This design comes from an exercise in tuning for small area, a short achievable clock period and few clock cycles per item on the open sky130 flow, not from production work.
RTL that was checked went through simulation tests only; none was proved equivalent to the original.
Power is estimated from default activity; no workload was simulated.

==> flow/design.v <==
`timescale 1ns/10ps
module sha1_pad_top (
    input  logic           sys_clk,
    input  logic           sys_rst,
    input  logic           msg_cal_channel_ready,
    input  logic           msg_info_fifo_empty,
    input  logic [15:0]    msg_info,
    input  logic [5:0]     msg_channel_num,
    output logic           msg_info_rd_en,
    output logic           msg_data_rd_en,
    input  logic [127:0]   msg_data,
    output logic           msg_filled_data_valid,
    output logic           msg_filled_data_sop,
    output logic           msg_filled_data_eop,
    output logic [511:0]   msg_filled_data,
    output logic           msg_filled_info_valid,
    output logic [15:0]    msg_filled_info,
    output logic [13:0]    msg_filled_tag,
    output logic [11:0]    msg_filled_addr
);
    logic          info_pend;       
    logic          nxt_v;
    logic [15:0]   nxt_len;
    logic [5:0]    nxt_ch;
    logic          consume;
    always_ff @(posedge sys_clk) begin
        if (sys_rst) begin
            msg_info_rd_en <= 1'b0;
            info_pend <= 1'b0;
            nxt_v <= 1'b0;
        end else begin
            msg_info_rd_en <= !msg_info_fifo_empty && msg_cal_channel_ready && !msg_info_rd_en
                              && !info_pend && !nxt_v;
            info_pend <= msg_info_rd_en;
            if (info_pend) begin
                nxt_v <= 1'b1;
            end else if (consume) begin
                nxt_v <= 1'b0;
            end
        end
    end
    always_ff @(posedge sys_clk) begin
        if (info_pend) begin
            nxt_len <= msg_info;
            nxt_ch <= msg_channel_num;
        end
    end
    logic          act;             
    logic [11:0]   cnt;             
    logic          nz;              
    logic          padp;            
    logic          padrd;           
    logic          ext;             
    logic          fst;             
    logic [1:0]    pos;             
    logic          last_q;          
    logic          s_full;
    logic          s_pad;
    logic          s_p3;
    logic [11:0]   cnt_dec;
    logic          cnt_one;
    for (genvar i = 0; i < 12; i++) begin : g_dec
        if (i == 0) begin : g_lsb
            assign cnt_dec[i] = !cnt[i];
        end else begin : g_bit
            assign cnt_dec[i] = cnt[i] ^ !(|cnt[i-1:0]);
        end
    end
    assign cnt_one = (cnt == 12'd1);
    assign s_full = act && nz;
    assign s_pad = act && !nz && padp;
    assign s_p3 = act && (pos == 2'd3);
    assign consume = nxt_v && (!act || last_q);
    always_ff @(posedge sys_clk) begin
        if (sys_rst) begin
            act <= 1'b0;
            pos <= 2'd0;
            last_q <= 1'b0;
        end else begin
            last_q <= act && !last_q && (pos == 2'd2) && (!nz || cnt_one) && !ext;
            if (act) begin
                pos <= pos + 1'b1;
                if (!nz) begin
                    padp <= 1'b0;
                end
                fst <= 1'b0;
                if (s_p3 && !nz) begin
                    ext <= 1'b0;
                end
                if (last_q) begin
                    act <= 1'b0;
                end
            end
            if (consume) begin
                act <= 1'b1;
                padp <= 1'b1;
                padrd <= |nxt_len[3:0];
                ext <= (nxt_len[5:0] >= 6'd56);
                fst <= 1'b1;
            end
        end
    end
    always_ff @(posedge sys_clk) begin
        if (consume) begin
            cnt <= nxt_len[15:4];
            nz <= |nxt_len[15:4];
        end else begin
            cnt <= cnt_dec;
            nz <= nz && !cnt_one;
        end
    end
    logic          full_a, pad_a, last_a, p3_a, first_a;
    logic          full_b, pad_b, last_b, p3_b, first_b;
    always_ff @(posedge sys_clk) begin
        if (sys_rst) begin
            msg_data_rd_en <= 1'b0;
            last_a <= 1'b0;
            p3_a <= 1'b0;
            first_a <= 1'b0;
            last_b <= 1'b0;
            p3_b <= 1'b0;
            first_b <= 1'b0;
        end else begin
            msg_data_rd_en <= s_full || (s_pad && padrd);
            last_a <= act && last_q;
            p3_a <= s_p3;
            first_a <= act && fst;
            last_b <= last_a;
            p3_b <= p3_a;
            first_b <= first_a;
        end
    end
    always_ff @(posedge sys_clk) begin
        full_a <= s_full;
        pad_a <= s_pad;
        full_b <= full_a;
        pad_b <= pad_a;
    end
    logic [15:0]   out_len;
    always_ff @(posedge sys_clk) begin
        if (first_a) begin
            out_len <= nxt_len;
        end
    end
    logic [15:0]   keep;
    logic [15:0]   padb;
    logic [127:0]  in_word;
    logic [127:0]  s0, s1, s2, s3;
    always_comb begin
        for (int j = 0; j < 16; j++) begin
            keep[j] = full_b || (pad_b && (4'(j) < out_len[3:0]));
            padb[j] = pad_b && (4'(j) == out_len[3:0]);
            in_word[127-8*j -: 8] = (msg_data[127-8*j -: 8] & {8{keep[j]}}) | {padb[j], 7'b0};
        end
        if (last_b) begin
            in_word[18:3] = in_word[18:3] | out_len;
        end
    end
    always_ff @(posedge sys_clk) begin
        s0 <= s1;
        s1 <= s2;
        s2 <= s3;
        s3 <= in_word;
    end
    assign msg_filled_data = {s0, s1, s2, s3};
    logic          at_first;        
    logic [5:0]    blk_idx;
    logic [10:0]   blocks;
    logic [10:0]   blk_plus1;
    logic [10:0]   blk_plus2;
    logic [5:0]    idx_inc;
    logic [13:0]   tag_inc;
    for (genvar i = 0; i < 11; i++) begin : g_blk
        if (i == 0) begin : g_b0
            assign blk_plus1[i] = !nxt_len[6];
            assign blk_plus2[i] = nxt_len[6];
        end else if (i < 10) begin : g_bm
            assign blk_plus1[i] = nxt_len[6+i] ^ (&nxt_len[6+i-1:6]);
            if (i == 1) begin : g_b1
                assign blk_plus2[i] = !nxt_len[7];
            end else begin : g_bn
                assign blk_plus2[i] = nxt_len[6+i] ^ (&nxt_len[6+i-1:7]);
            end
        end else begin : g_btop
            assign blk_plus1[i] = &nxt_len[15:6];
            assign blk_plus2[i] = &nxt_len[15:7];
        end
    end
    for (genvar i = 0; i < 6; i++) begin : g_idx
        if (i == 0) begin : g_i0
            assign idx_inc[i] = !blk_idx[i];
        end else begin : g_in
            assign idx_inc[i] = blk_idx[i] ^ (&blk_idx[i-1:0]);
        end
    end
    for (genvar i = 0; i < 14; i++) begin : g_tag
        if (i == 0) begin : g_t0
            assign tag_inc[i] = !msg_filled_tag[i];
        end else begin : g_tn
            assign tag_inc[i] = msg_filled_tag[i] ^ (&msg_filled_tag[i-1:0]);
        end
    end
    assign blocks = (nxt_len[5:0] >= 6'd56) ? blk_plus2 : blk_plus1;
    always_ff @(posedge sys_clk) begin
        if (sys_rst) begin
            msg_filled_data_valid <= 1'b0;
            msg_filled_data_sop <= 1'b0;
            msg_filled_data_eop <= 1'b0;
            at_first <= 1'b0;
            blk_idx <= 6'd0;
            msg_filled_tag <= '1;   
        end else begin
            msg_filled_data_valid <= p3_b;
            msg_filled_data_sop <= p3_b && at_first;
            msg_filled_data_eop <= last_b;
            if (first_b) begin
                at_first <= 1'b1;
            end else if (p3_b) begin
                at_first <= 1'b0;
            end
            if (p3_b) begin
                blk_idx <= at_first ? 6'd0 : idx_inc;
                if (at_first) begin
                    msg_filled_tag <= tag_inc;
                end
            end
        end
    end
    logic [5:0]    out_ch;
    logic [10:0]   out_blocks;
    always_ff @(posedge sys_clk) begin
        if (first_b) begin
            out_ch <= nxt_ch;
            out_blocks <= blocks;
        end
    end
    assign msg_filled_info_valid = msg_filled_data_sop;
    assign msg_filled_info = {5'd0, out_blocks};
    assign msg_filled_addr = {out_ch, blk_idx};
endmodule
export LEC_CHECK = 0
export CAP_MARGIN = 20
export CORE_MARGIN = 2
export CORE_UTILIZATION = 40
export CTS_CLUSTER_DIAMETER = 100
export CTS_CLUSTER_SIZE = 30
export SLEW_MARGIN = 20
create_clock -name core_clock -period 5.0 [get_ports {sys_clk}]
standard.sh (not shown) runs the stock make flow with config.mk's settings and CLKGATE_MAP_FILE= SYNTH_SCRIPT=/design/flow/synth_recipe.tcl, a recipe that flattens the netlist after the stock synthesis.
==> flow/flow/run.sh <==
#!/bin/bash
bash standard.sh BUFFER_PORTS_ARGS="-buffer_cell sky130_fd_sc_hd__buf_2" finish > standard.log 2>&1
The first run produced a clean layout.
Testbench counts at the start, summed over its fixed seeds: cycles 19,299, messages 800.
Edit:
--- a/flow/design.v
+++ b/flow/design.v
@@ -143,11 +143,11 @@
         end
     end
     logic [15:0]   keep;
     logic [15:0]   padb;
     logic [127:0]  in_word;
-    logic [127:0]  s0, s1, s2, s3;
+    logic [127:0]  s0, s1, s2;
     always_comb begin
         for (int j = 0; j < 16; j++) begin
             keep[j] = full_b || (pad_b && (4'(j) < out_len[3:0]));
             padb[j] = pad_b && (4'(j) == out_len[3:0]);
             in_word[127-8*j -: 8] = (msg_data[127-8*j -: 8] & {8{keep[j]}}) | {padb[j], 7'b0};
@@ -157,14 +157,13 @@
         end
     end
     always_ff @(posedge sys_clk) begin
         s0 <= s1;
         s1 <= s2;
-        s2 <= s3;
-        s3 <= in_word;
-    end
-    assign msg_filled_data = {s0, s1, s2, s3};
+        s2 <= in_word;
+    end
+    assign msg_filled_data = {s0, s1, s2, in_word};
     logic          at_first;        
     logic [5:0]    blk_idx;
     logic [10:0]   blocks;
     logic [10:0]   blk_plus1;
     logic [10:0]   blk_plus2;
@@ -208,30 +207,30 @@
             msg_filled_data_eop <= 1'b0;
             at_first <= 1'b0;
             blk_idx <= 6'd0;
             msg_filled_tag <= '1;   
         end else begin
-            msg_filled_data_valid <= p3_b;
-            msg_filled_data_sop <= p3_b && at_first;
-            msg_filled_data_eop <= last_b;
-            if (first_b) begin
+            msg_filled_data_valid <= p3_a;
+            msg_filled_data_sop <= p3_a && at_first;
+            msg_filled_data_eop <= last_a;
+            if (first_a) begin
                 at_first <= 1'b1;
-            end else if (p3_b) begin
+            end else if (p3_a) begin
                 at_first <= 1'b0;
             end
-            if (p3_b) begin
+            if (p3_a) begin
                 blk_idx <= at_first ? 6'd0 : idx_inc;
                 if (at_first) begin
                     msg_filled_tag <= tag_inc;
                 end
             end
         end
     end
     logic [5:0]    out_ch;
     logic [10:0]   out_blocks;
     always_ff @(posedge sys_clk) begin
-        if (first_b) begin
+        if (first_a) begin
             out_ch <= nxt_ch;
             out_blocks <= blocks;
         end
     end
     assign msg_filled_info_valid = msg_filled_data_sop;
What happened: The new run died in I/O pin placement with PPL-0024. Synthesized area fell by 17%. Synthesized cell count fell by 12%.
The RTL of the second run of this note was laid out without a check of its function.

---

Setup of old:
// sha1_pad_top: RTL as listed in full above, without the edits since
==> flow/config.mk <==
export PLATFORM = sky130hd
export DESIGN_NAME = sha1_pad_top
export DESIGN_NICKNAME = sha1_pad_top
export VERILOG_FILES = /design/flow/design.v
export SDC_FILE = /design/flow/constraint.sdc
export NUM_CORES = 4
export LEC_CHECK = 0
export CAP_MARGIN = 20
export CORE_AREA = 5 5 245 245
export CTS_CLUSTER_DIAMETER = 100
export CTS_CLUSTER_SIZE = 30
export DIE_AREA = 0 0 250 250
export SLEW_MARGIN = 20
==> flow/constraint.sdc <==
create_clock -name core_clock -period 5.0 [get_ports {sys_clk}]
set_input_delay 1.0000 -clock core_clock [delete_from_list [all_inputs] [get_ports {sys_clk}]]
set_output_delay 1.0000 -clock core_clock [all_outputs]
set_load 0.01 [all_outputs]
Scripts as last shown in full above: flow/flow/run.sh
old was carried through to the last stage, and its layout satisfied the timing, DRC and antenna checks.
Testbench counts of old, summed over its fixed seeds: cycles 19,299, messages 800.
Relative to old, the following input files were edited for new:
--- a/flow/design.v
+++ b/flow/design.v
@@ -144,9 +144,9 @@
     end
     logic [15:0]   keep;
     logic [15:0]   padb;
     logic [127:0]  in_word;
-    logic [127:0]  s0, s1, s2, s3;
+    logic [127:0]  s0, s1, s2;
     always_comb begin
         for (int j = 0; j < 16; j++) begin
             keep[j] = full_b || (pad_b && (4'(j) < out_len[3:0]));
             padb[j] = pad_b && (4'(j) == out_len[3:0]);
@@ -158,12 +158,11 @@
     end
     always_ff @(posedge sys_clk) begin
         s0 <= s1;
         s1 <= s2;
-        s2 <= s3;
-        s3 <= in_word;
-    end
-    assign msg_filled_data = {s0, s1, s2, s3};
+        s2 <= in_word;
+    end
+    assign msg_filled_data = {s0, s1, s2, in_word};
     logic          at_first;        
     logic [5:0]    blk_idx;
     logic [10:0]   blocks;
     logic [10:0]   blk_plus1;
@@ -209,17 +208,17 @@
             at_first <= 1'b0;
             blk_idx <= 6'd0;
             msg_filled_tag <= '1;   
         end else begin
-            msg_filled_data_valid <= p3_b;
-            msg_filled_data_sop <= p3_b && at_first;
-            msg_filled_data_eop <= last_b;
-            if (first_b) begin
+            msg_filled_data_valid <= p3_a;
+            msg_filled_data_sop <= p3_a && at_first;
+            msg_filled_data_eop <= last_a;
+            if (first_a) begin
                 at_first <= 1'b1;
-            end else if (p3_b) begin
+            end else if (p3_a) begin
                 at_first <= 1'b0;
             end
-            if (p3_b) begin
+            if (p3_a) begin
                 blk_idx <= at_first ? 6'd0 : idx_inc;
                 if (at_first) begin
                     msg_filled_tag <= tag_inc;
                 end
@@ -228,9 +227,9 @@
     end
     logic [5:0]    out_ch;
     logic [10:0]   out_blocks;
     always_ff @(posedge sys_clk) begin
-        if (first_b) begin
+        if (first_a) begin
             out_ch <= nxt_ch;
             out_blocks <= blocks;
         end
     end
==> comparison <==
Of old and new, the higher worst-case headroom to the max-slew limit belongs to new. [compare] base=old new=new: clock buffer count now smaller; combinational power now larger. The lower fraction of the mapped netlist area in adder cells came out of old. In new relative to old, non-filler instance count after layout had gone down by a few percent. Via-per-instance ratio came out lower on new than on old. The share of the clock period used by the worst path in new sits 35 points above the value recorded for old. Area after detailed placement (lower): new. new against old: cell count after synthesis down about 12%; critical path depth saw an increase.
The RTL of new was laid out without a check of its function.

---

Another version of the RTL of sha1_pad_top (not shown whole).
Size: ~1000 cells after synthesis, about 620 flip-flops.
Design sha1_pad_top, start of the top module:
module sha1_pad_top (
    input  logic           sys_clk,
    input  logic           sys_rst,
    input  logic           msg_cal_channel_ready,
    input  logic           msg_info_fifo_empty,
    input  logic [15:0]    msg_info,
    input  logic [5:0]     msg_channel_num,
    output logic           msg_info_rd_en,
    output logic           msg_data_rd_en,
    input  logic [127:0]   msg_data,
    output logic           msg_filled_data_valid,
    output logic           msg_filled_data_sop,
    output logic           msg_filled_data_eop,
    output logic [511:0]   msg_filled_data,
    output logic           msg_filled_info_valid,
    output logic [15:0]    msg_filled_info,
    output logic [13:0]    msg_filled_tag,
    output logic [11:0]    msg_filled_addr
);
==> module sha1_pad_top, before the edit <==
module sha1_pad_top (
    input  logic           sys_clk,
    input  logic           sys_rst,
    input  logic           msg_cal_channel_ready,
    input  logic           msg_info_fifo_empty,
    input  logic [15:0]    msg_info,
    input  logic [5:0]     msg_channel_num,
    output logic           msg_info_rd_en,
    output logic           msg_data_rd_en,
    input  logic [127:0]   msg_data,
    output logic           msg_filled_data_valid,
    output logic           msg_filled_data_sop,
    output logic           msg_filled_data_eop,
    output logic [511:0]   msg_filled_data,
    output logic           msg_filled_info_valid,
    output logic [15:0]    msg_filled_info,
    output logic [13:0]    msg_filled_tag,
    output logic [11:0]    msg_filled_addr
);
    logic          info_pend;       
    logic          nxt_v;
    logic [15:0]   nxt_len;
    logic [5:0]    nxt_ch;
    logic          consume;
    always_ff @(posedge sys_clk) begin
        if (sys_rst) begin
            msg_info_rd_en <= 1'b0;
            info_pend <= 1'b0;
            nxt_v <= 1'b0;
        end else begin
            msg_info_rd_en <= !msg_info_fifo_empty && msg_cal_channel_ready && !msg_info_rd_en
                              && !info_pend && !nxt_v;
            info_pend <= msg_info_rd_en;
            if (info_pend) begin
                nxt_v <= 1'b1;
            end else if (consume) begin
                nxt_v <= 1'b0;
            end
        end
    end
    always_ff @(posedge sys_clk) begin
        if (info_pend) begin
            nxt_len <= msg_info;
            nxt_ch <= msg_channel_num;
        end
    end
    logic          act;             
    logic [11:0]   cnt;             
    logic          padp;            
    logic          padrd;           
    logic          ext;             
    logic          fst;             
    logic [1:0]    pos;             
    logic          cnz;
    logic          s_full;
    logic          s_pad;
    logic          s_p3;
    logic          s_last;
    assign cnz = |cnt;
    assign s_full = act && cnz;
    assign s_pad = act && !cnz && padp;
    assign s_p3 = act && (pos == 2'd3);
    assign s_last = s_p3 && !cnz && !ext;
    assign consume = nxt_v && (!act || s_last);
    always_ff @(posedge sys_clk) begin
        if (sys_rst) begin
            act <= 1'b0;
            pos <= 2'd0;
        end else begin
            if (act) begin
                pos <= pos + 1'b1;
                if (cnz) begin
                    cnt <= cnt - 1'b1;
                end else begin
                    padp <= 1'b0;
                end
                fst <= 1'b0;
                if (s_p3 && !cnz) begin
                    ext <= 1'b0;
                end
                if (s_last && !nxt_v) begin
                    act <= 1'b0;
                end
            end
            if (consume) begin
                act <= 1'b1;
                cnt <= nxt_len[15:4];
                padp <= 1'b1;
                padrd <= |nxt_len[3:0];
                ext <= (nxt_len[5:0] >= 6'd56);
                fst <= 1'b1;
            end
        end
    end
    logic          full_a, pad_a, last_a, p3_a, first_a;
    logic          full_b, pad_b, last_b, p3_b, first_b;
    always_ff @(posedge sys_clk) begin
        if (sys_rst) begin
            msg_data_rd_en <= 1'b0;
            last_a <= 1'b0;
            p3_a <= 1'b0;
            first_a <= 1'b0;
            last_b <= 1'b0;
            p3_b <= 1'b0;
            first_b <= 1'b0;
        end else begin
            msg_data_rd_en <= s_full || (s_pad && padrd);
            last_a <= s_last;
            p3_a <= s_p3;
            first_a <= act && fst;
            last_b <= last_a;
            p3_b <= p3_a;
            first_b <= first_a;
        end
    end
    always_ff @(posedge sys_clk) begin
        full_a <= s_full;
        pad_a <= s_pad;
        full_b <= full_a;
        pad_b <= pad_a;
    end
    logic [15:0]   out_len;
    always_ff @(posedge sys_clk) begin
        if (first_a) begin
            out_len <= nxt_len;
        end
    end
    logic [15:0]   keep;
    logic [15:0]   padb;
    logic [127:0]  in_word;
    logic [127:0]  s0, s1, s2, s3;
    always_comb begin
        for (int j = 0; j < 16; j++) begin
            keep[j] = full_b || (pad_b && (4'(j) < out_len[3:0]));
            padb[j] = pad_b && (4'(j) == out_len[3:0]);
            in_word[127-8*j -: 8] = (msg_data[127-8*j -: 8] & {8{keep[j]}}) | {padb[j], 7'b0};
        end
        if (last_b) begin
            in_word[18:3] = in_word[18:3] | out_len;
        end
    end
    always_ff @(posedge sys_clk) begin
        s0 <= s1;
        s1 <= s2;
        s2 <= s3;
        s3 <= in_word;
    end
    assign msg_filled_data = {s0, s1, s2, s3};
    logic          at_first;        
    logic [5:0]    blk_idx;
    logic [10:0]   blocks;
    assign blocks = {1'b0, nxt_len[15:6]} + ((nxt_len[5:0] >= 6'd56) ? 11'd2 : 11'd1);
    always_ff @(posedge sys_clk) begin
        if (sys_rst) begin
            msg_filled_data_valid <= 1'b0;
            msg_filled_data_sop <= 1'b0;
            msg_filled_data_eop <= 1'b0;
            at_first <= 1'b0;
            blk_idx <= 6'd0;
            msg_filled_tag <= 14'd0;
        end else begin
            msg_filled_data_valid <= p3_b;
            msg_filled_data_sop <= p3_b && at_first;
            msg_filled_data_eop <= last_b;
            if (first_b) begin
                at_first <= 1'b1;
            end else if (p3_b) begin
                at_first <= 1'b0;
            end
            if (msg_filled_data_valid) begin
                blk_idx <= msg_filled_data_eop ? 6'd0 : blk_idx + 1'b1;
                if (msg_filled_data_eop) begin
                    msg_filled_tag <= msg_filled_tag + 1'b1;
                end
            end
        end
    end
    logic [5:0]    out_ch;
    logic [10:0]   out_blocks;
    always_ff @(posedge sys_clk) begin
        if (first_b) begin
            out_ch <= nxt_ch;
            out_blocks <= blocks;
        end
    end
    assign msg_filled_info_valid = msg_filled_data_sop;
    assign msg_filled_info = {5'd0, out_blocks};
    assign msg_filled_addr = {out_ch, blk_idx};
endmodule
Settings: LEC_CHECK=0, CAP_MARGIN=20, CORE_MARGIN=2, CORE_UTILIZATION=40, SLEW_MARGIN=20; clock period 5.0 ns.
run.sh (not shown) runs the stock make flow with config.mk's settings and CLKGATE_MAP_FILE= SYNTH_SCRIPT=/design/flow/synth_recipe.tcl, a recipe that flattens the netlist after the stock synthesis.
Stock flow here: none of the scripts above is used.
The first run finished clean.
Testbench counts at the start, summed over its fixed seeds: cycles 19,299, messages 800.
Edit:
--- a/flow/design.v
+++ b/flow/design.v
@@ -45,54 +45,70 @@
             nxt_ch <= msg_channel_num;
         end
     end
     logic          act;             
-    logic [11:0]   cnt;             
+    logic [12:0]   cnt;             
     logic          padp;            
     logic          padrd;           
     logic          ext;             
     logic          fst;             
     logic [1:0]    pos;             
-    logic          cnz;
+    logic          last_q;          
+    logic          cnz;             
     logic          s_full;
     logic          s_pad;
     logic          s_p3;
     logic          s_last;
-    assign cnz = |cnt;
+    logic [12:0]   cnt_dec;
+    logic [12:0]   cnt_load;
+    logic          cnt_zero;
+    always_comb begin
+        logic below_zero;
+        below_zero = 1'b1;
+        for (int i = 0; i < 13; i++) begin
+            cnt_dec[i] = cnt[i] ^ below_zero;
+            below_zero = below_zero & !cnt[i];
+        end
+    end
+    assign cnt_load = {1'b0, nxt_len[15:4]} - 1'b1;
+    assign cnt_zero = (cnt == 13'd0);
+    assign cnz = !cnt[12];
     assign s_full = act && cnz;
     assign s_pad = act && !cnz && padp;
     assign s_p3 = act && (pos == 2'd3);
-    assign s_last = s_p3 && !cnz && !ext;
-    assign consume = nxt_v && (!act || s_last);
+    assign s_last = act && last_q;
+    assign consume = nxt_v && (!act || last_q);
     always_ff @(posedge sys_clk) begin
         if (sys_rst) begin
             act <= 1'b0;
             pos <= 2'd0;
-        end else begin
+            last_q <= 1'b0;
+        end else begin
+            last_q <= act && !last_q && (pos == 2'd2) && (cnt[12] || cnt_zero) && !ext;
             if (act) begin
                 pos <= pos + 1'b1;
-                if (cnz) begin
-                    cnt <= cnt - 1'b1;
-                end else begin
+                if (!cnz) begin
                     padp <= 1'b0;
                 end
                 fst <= 1'b0;
                 if (s_p3 && !cnz) begin
                     ext <= 1'b0;
                 end
-                if (s_last && !nxt_v) begin
+                if (last_q) begin
                     act <= 1'b0;
                 end
             end
             if (consume) begin
                 act <= 1'b1;
-                cnt <= nxt_len[15:4];
                 padp <= 1'b1;
                 padrd <= |nxt_len[3:0];
                 ext <= (nxt_len[5:0] >= 6'd56);
                 fst <= 1'b1;
             end
         end
+    end
+    always_ff @(posedge sys_clk) begin
+        cnt <= consume ? cnt_load : cnt_dec;   
     end
     logic          full_a, pad_a, last_a, p3_a, first_a;
     logic          full_b, pad_b, last_b, p3_b, first_b;
     always_ff @(posedge sys_clk) begin
Result:
- The new run completed without violations
- setup slack gets worse by 0.012 ns
- register-to-register slack is about the same
- sequential power rises by about 1%
- global-route usage rises by 0.43 points
- maximum frequency falls by 0.42%
- sequential share of layout area falls by 0.57 points
- worst hold slack gets better by 0.0051 ns
- routed wire length rises by 3.4%
- non-clock buffer count falls by 2
- core utilization falls by 1.2 points
Function not checked in the second run of this note: the RTL went through the layout flow alone.

-- re-timing with driven ports --
The results above use ideal ports. As a check the final layouts listed here were re-extracted and re-timed, cells and wires unchanged.
Step 1 sets driving cells, clkbuf_16 on the clock port and buf_2 on the other inputs (assumed; they add their load-dependent delay and slew).
Step 2, shift: input delay + t, output delay - t, t = (earliest + latest rising clock arrival at the registers) / 2. This alone moves slack from input paths to output paths.
a / b / c = ideal ports / drivers / drivers and shift; a / b = the first two.
| run | t (ns) | setup WS [ns] | cell pins on the clock port's net |
|---|---|---|---|
| the first run of note 1 | 0.631 | 2.723 / 2.668 / 2.801 | 1 |
| old | 0.641 | 2.714 / 2.657 / 2.843 | 1 |
| new | 0.631 | 0.988 / 0.930 / 1.560 | 1 |
| the first run of note 3 | 0.665 | 2.169 / 2.113 / 2.201 | 1 |
| the second run of note 3 | 0.659 | 2.157 / 2.102 / 2.114 | 1 |
After both steps setup and hold are still met in every run listed. The setup slack of the second run of note 3, which loses most, moves by -0.055 ns with the drivers and by -0.043 ns with both steps.
